From an optimization exercise on the open Yosys and OpenROAD flow, aimed at small area, a short achievable clock period and few clock cycles per item; shortcuts taken in it are not production practice.
Function was checked by simulation only, so behaviour that the tests miss may differ from the original.
No activity file was given, so power comes from the tool's default toggle rates.

run A:
==> flow/design.v <==
`default_nettype none
package pci_target_pkg;
	localparam logic [31:0] MEM_BASE = 32'h0000_1000;   
	localparam logic [3:0] CMD_MEM_READ      = 4'b0110;
	localparam logic [3:0] CMD_MEM_WRITE     = 4'b0111;
	localparam logic [3:0] CMD_MEM_READ_MULT = 4'b1100;
	localparam logic [3:0] CMD_MEM_READ_LINE = 4'b1110;
endpackage
`default_nettype wire
`timescale 1ns/1ps
`default_nettype none
module target_ram
(
	input  wire logic        clk,
	input  wire logic [4:0]  e_addr,    
	input  wire logic [3:0]  e_lane,    
	input  wire logic [4:0]  o_addr,    
	input  wire logic [3:0]  o_lane,
	input  wire logic [31:0] c_data,    
	input  wire logic        c_odd,     
	input  wire logic [63:0] r_sel,     
	output logic      [31:0] rdata
);
	logic        ph;                   
	logic [63:0][31:0] raw;            
	logic [31:0] c_col;                
	logic [31:0] p_col;                
	logic [31:0] e_col;                
	logic [31:0] o_col;
	always_ff @(posedge clk)
		ph <= !ph;
	assign c_col = c_data ^ {32{ph}};
	always_ff @(posedge clk)
		p_col <= ~c_col;
	assign e_col = c_odd ? p_col : c_col;
	assign o_col = c_odd ? c_col : p_col;
	for (genvar w = 0; w < 64; w++)
	begin : g_word
		logic [3:0]  sel;
		logic [31:0] col;
		assign sel = (w % 2 == 0) ? ((e_addr == 5'(w / 2)) ? e_lane : 4'd0)
		                          : ((o_addr == 5'(w / 2)) ? o_lane : 4'd0);
		assign col = (w % 2 == 0) ? e_col : o_col;
		for (genvar b = 0; b < 4; b++)
		begin : g_lane
			always_ff @(posedge clk)
				raw[w][b*8 +: 8] <= ~(({8{sel[b]}} & col[b*8 +: 8]) | raw[w][b*8 +: 8]);
		end
	end
	logic [31:0] r_or;
	always_comb
	begin
		r_or  = '0;
		for (int w = 0; w < 64; w++)
			r_or = r_or | (raw[w] & {32{r_sel[w]}});
	end
	assign rdata = r_or ^ {32{ph}};
endmodule
`default_nettype wire
`timescale 1ns/1ps
`default_nettype none
module pci_target_top
(
	input  wire logic        clk,
	input  wire logic        rst,
	input  wire logic        frame,
	input  wire logic        irdy,
	input  wire logic [31:0] ad_in,
	input  wire logic [3:0]  cbe_in,
	output logic             devsel,
	output logic             trdy,
	output logic             stop,
	output logic      [31:0] ad_out,
	output logic             ad_oe
);
	logic       idle;       
	logic       miss;       
	logic       turn;       
	logic       wr;         
	logic       rd;         
	logic       rl;         
	logic       lin;        
	logic [1:0] kc;         
	logic [5:0] ptr;        
	logic [5:0] ptr_nxt;
	logic [5:0] ptr_d;      
	logic [4:0] ea;         
	logic [4:0] oa;         
	logic [63:0] rsel;      
	logic       claim;
	logic       xfer;       
	logic       we;         
	logic       last_ld;    
	logic        w1_we;
	logic [5:0]  w1_ptr;
	logic [3:0]  w1_be;
	logic [31:0] w1_data;
	logic        p_we;
	logic [3:0]  p_be;
	logic [31:0] rdata;
	assign claim = (ad_in[31:8] == 24'h00_0010) && !ad_in[0] &&
	               ((cbe_in == pci_target_pkg::CMD_MEM_READ)      ||
	                (cbe_in == pci_target_pkg::CMD_MEM_WRITE)     ||
	                (cbe_in == pci_target_pkg::CMD_MEM_READ_MULT) ||
	                (cbe_in == pci_target_pkg::CMD_MEM_READ_LINE));
	assign xfer    = !trdy && !irdy;
	assign we      = xfer && wr;
	assign ptr_nxt = lin ? ptr + 6'd1 : {ptr[5:2], ptr[1:0] + 2'd1};
	assign last_ld = (lin && ptr == 6'd63) || (rd && kc == 2'd1) || (rl && kc == 2'd3);
	always_ff @(posedge clk)
	begin
		if (idle)
		begin
			wr  <= cbe_in == pci_target_pkg::CMD_MEM_WRITE;
			rd  <= cbe_in == pci_target_pkg::CMD_MEM_READ;
			rl  <= cbe_in == pci_target_pkg::CMD_MEM_READ_LINE;
			lin <= !ad_in[1];
			kc  <= 2'd0;
			rsel <= 64'd1 << ad_in[7:2];
		end
		else if (turn || xfer)
		begin
			kc  <= kc + 2'd1;
			if (lin)
				rsel <= {rsel[62:0], rsel[63]};
			else                                            
				for (int g = 0; g < 16; g++)
					rsel[g*4 +: 4] <= {rsel[g*4 +: 3], rsel[g*4 + 3]};
		end
	end
	assign ptr_d = idle ? ad_in[7:2] : (turn || xfer) ? ptr_nxt : ptr;
	always_ff @(posedge clk)
		ptr <= ptr_d;
	always_ff @(posedge clk)
	begin
		if (!rst)
		begin
			idle   <= 1'b1;
			miss   <= 1'b0;
			turn   <= 1'b0;
			devsel <= 1'b1;
			trdy   <= 1'b1;
			stop   <= 1'b1;
			ad_oe  <= 1'b0;
		end
		else if (idle)
		begin
			if (!frame)                                     
			begin
				idle <= 1'b0;
				if (claim)
				begin
					devsel <= 1'b0;
					if (cbe_in == pci_target_pkg::CMD_MEM_WRITE)
					begin
						trdy <= 1'b0;
						stop <= !(!ad_in[1] && ad_in[7:2] == 6'd63);
					end
					else
						turn <= 1'b1;
				end
				else
					miss <= 1'b1;
			end
		end
		else if (miss)
		begin
			if (frame && irdy)                              
			begin
				miss <= 1'b0;
				idle <= 1'b1;
			end
		end
		else if (turn)
		begin
			turn  <= 1'b0;
			trdy  <= 1'b0;
			ad_oe <= 1'b1;
			stop  <= !last_ld;
		end
		else if (!trdy)
		begin
			if (!irdy)
			begin
				if (frame)                                  
				begin
					idle   <= 1'b1;
					devsel <= 1'b1;
					trdy   <= 1'b1;
					stop   <= 1'b1;
					ad_oe  <= 1'b0;
				end
				else if (!stop)                             
				begin
					trdy  <= 1'b1;
					ad_oe <= 1'b0;
				end
				else
					stop <= !(wr ? (lin && ptr == 6'd62) : last_ld);
			end
		end
		else                                                
		begin
			idle   <= 1'b1;
			devsel <= 1'b1;
			stop   <= 1'b1;
		end
	end
	always_ff @(posedge clk)
	begin
		if (trdy || !irdy)
			ad_out <= rdata;
	end
	always_ff @(posedge clk)
	begin
		w1_we   <= we;
		w1_ptr  <= ptr;
		w1_be   <= ~cbe_in;
		w1_data <= ad_in;
		p_we    <= w1_we;
		p_be    <= w1_be;
		ea      <= ptr[0] ? w1_ptr[5:1] : ptr[5:1];
		oa      <= ptr[0] ? ptr[5:1] : w1_ptr[5:1];
	end
	target_ram u_ram
	(
		.clk    (clk),
		.e_addr (ea),
		.e_lane (w1_ptr[0] ? (p_we ? p_be : 4'd0) : (w1_we ? w1_be : 4'd0)),
		.o_addr (oa),
		.o_lane (w1_ptr[0] ? (w1_we ? w1_be : 4'd0) : (p_we ? p_be : 4'd0)),
		.c_data (w1_data),
		.c_odd  (w1_ptr[0]),
		.r_sel  (rsel),
		.rdata  (rdata)
	);
endmodule
`default_nettype wire
export LEC_CHECK = 0
export CAP_MARGIN = 20
export CORE_MARGIN = 2
export CORE_UTILIZATION = 45
export CTS_CLUSTER_DIAMETER = 80
export CTS_CLUSTER_SIZE = 20
export SETUP_SLACK_MARGIN = 2.9
export SLEW_MARGIN = 20
create_clock -name core_clock -period 5.0 [get_ports {clk}]
run.sh (not shown) runs the stock make flow with config.mk's settings and CLKGATE_MAP_FILE= SYNTH_SCRIPT=/design/flow/synth_recipe.tcl, a recipe that flattens the netlist after the stock synthesis.
Testbench counts of run A, summed over its fixed seeds: cycles 35,152, words 23,255.
[inputs] run B vs run A
Settings: SETUP_SLACK_MARGIN: 2.9 -> 2.5; CTS_CLUSTER_SIZE: 20 -> 25.
Notes after the runs:
Changes observed in run B relative to run A: combinational share of power fell 2.2 points, power fell 7.0%. Changes observed in run B relative to run A: internal power of the cells -1.7 mW; met3 track demand over resource in global routing fell by 1.7 points; via count of the first global-routing pass went down. [run B] peak per-stage delay on the critical path rose 0.21 ns relative to run A.
What run C does differently from run B at the input level:
Settings: changing CTS_CLUSTER_SIZE from 25 to 20.
==> comparison <==
- From run C to run B, synthesized area did not move at all.
- Against run B, run C comes in 0.034 ns higher on slew at the pin closest to its max-slew limit.
- The total buffers and inverters traversed by the critical path number comes out higher for run B vs run C.
- Antenna diode count: run C vs run B down 8
- Cell area on run C is behind run B.
- [compare] base=run B new=run C: worst hold slack lost 0.0034 ns; clock-buffer cell count has increased; overall track demand over capacity in global routing level.

* * *

Setup of job 101:
pci_target_top, a different RTL version from the one above (not shown whole).
For scale: roughly 6800 cells after synthesis, roughly 2300 flip-flops, ~76 I/O pins, roughly 74000 um^2 of cells after synthesis.
Design pci_target_top, start of the top module:
module pci_target_top
(
	input  wire logic        clk,
	input  wire logic        rst,
	input  wire logic        frame,
	input  wire logic        irdy,
	input  wire logic [31:0] ad_in,
	input  wire logic [3:0]  cbe_in,
	output logic             devsel,
	output logic             trdy,
	output logic             stop,
	output logic      [31:0] ad_out,
	output logic             ad_oe
);
clock: 5.0 ns
lec_check: 0
cap_margin: 20
core_margin: 2
core_utilization: 45
cts_cluster_diameter: 80
cts_cluster_size: 20
setup_slack_margin: 2.5
slew_margin: 20
Testbench counts of job 101, summed over its fixed seeds: cycles 35,152, words 23,255.
Modified inputs, job 102 compared to job 101
# job 101
export LEC_CHECK = 0
export CAP_MARGIN = 20
export CORE_MARGIN = 2
export CORE_UTILIZATION = 45
export CTS_CLUSTER_DIAMETER = 80
export CTS_CLUSTER_SIZE = 20
export SETUP_SLACK_MARGIN = 2.5
export SLEW_MARGIN = 20
create_clock -name core_clock -period 5.0 [get_ports {clk}]
# job 102
export LEC_CHECK = 0
export CAP_MARGIN = 20
export CORE_MARGIN = 2
export CORE_UTILIZATION = 45
export CTS_CLUSTER_DIAMETER = 80
export CTS_CLUSTER_SIZE = 20
export SETUP_SLACK_MARGIN = 2.7
export SLEW_MARGIN = 20
create_clock -name core_clock -period 5.0 [get_ports {clk}]
==> comparison <==
Against job 101, job 102 reports a via count of the first global-routing pass that is higher. Of job 101 and job 102, the higher number of ordinary and repair buffers in the finished layout belongs to job 102. Compared to job 101, the routing of job 102 uses more wire. Job 102 ends up with lower clock-buffer cell count than job 101 does. Of job 101 and job 102, the higher critical path depth belongs to job 101. In the flow results for job 101 and job 102, the combinational power is larger on job 102. Slowest cell on the critical path = sky130_fd_sc_hd__nor2_2: job 101; slowest cell on the critical path = sky130_fd_sc_hd__edfxtp_1: job 102. Going from job 101 to job 102, final clock period utilization by the worst path shrinks by 1.1 points. Job 102 vs. job 101: final weighted congestion in routability-driven placement went up by 0.011. Changes observed in job 102 relative to job 101: wire length of the first global-routing pass picked up an extra 4.6%; clock network fraction of total power lost 1.1 points.

-- re-timing with driven ports --
How much do the figures lean on ideal ports? The routed layouts below were timed once more, with nothing changed but the port constraints.
Step 1: set_driving_cell puts a clkbuf_16 on clk and a buf_2 on each other input, an assumption about the parent block.
Step 2 adds t to the input delays and takes it off the output delays; t is the mean of the earliest and latest rising clock arrival at the registers after step 1. Input paths then give back, and output paths get back, about the clock's delay inside the block.
Slacks: no drivers / after step 1 / after step 2; pairs: no drivers / after step 1.
| run | t (ns) | setup slack, ns | worst register clock-pin slew, ns | worst data-port slew with drivers (ns) |
|---|---|---|---|---|
| run A | 0.910 | 2.354 / 2.354 / 1.725 | 0.10 / 0.10 | 0.06 |
| run B | 0.851 | 2.135 / 2.135 / 1.830 | 0.11 / 0.11 | 0.03 |
| run C | 0.910 | 2.333 / 2.316 / 1.771 | 0.10 / 0.10 | 0.03 |
| job 101 | 0.907 | 2.292 / 2.292 / 1.469 | 0.09 / 0.09 | 0.05 |
| job 102 | 0.928 | 2.348 / 2.256 / 1.895 | 0.09 / 0.09 | 0.05 |
After both steps every run listed still meets setup and hold. The setup slack of job 101, which loses most, moves by 0.000 ns with the drivers and by -0.823 ns with both steps.
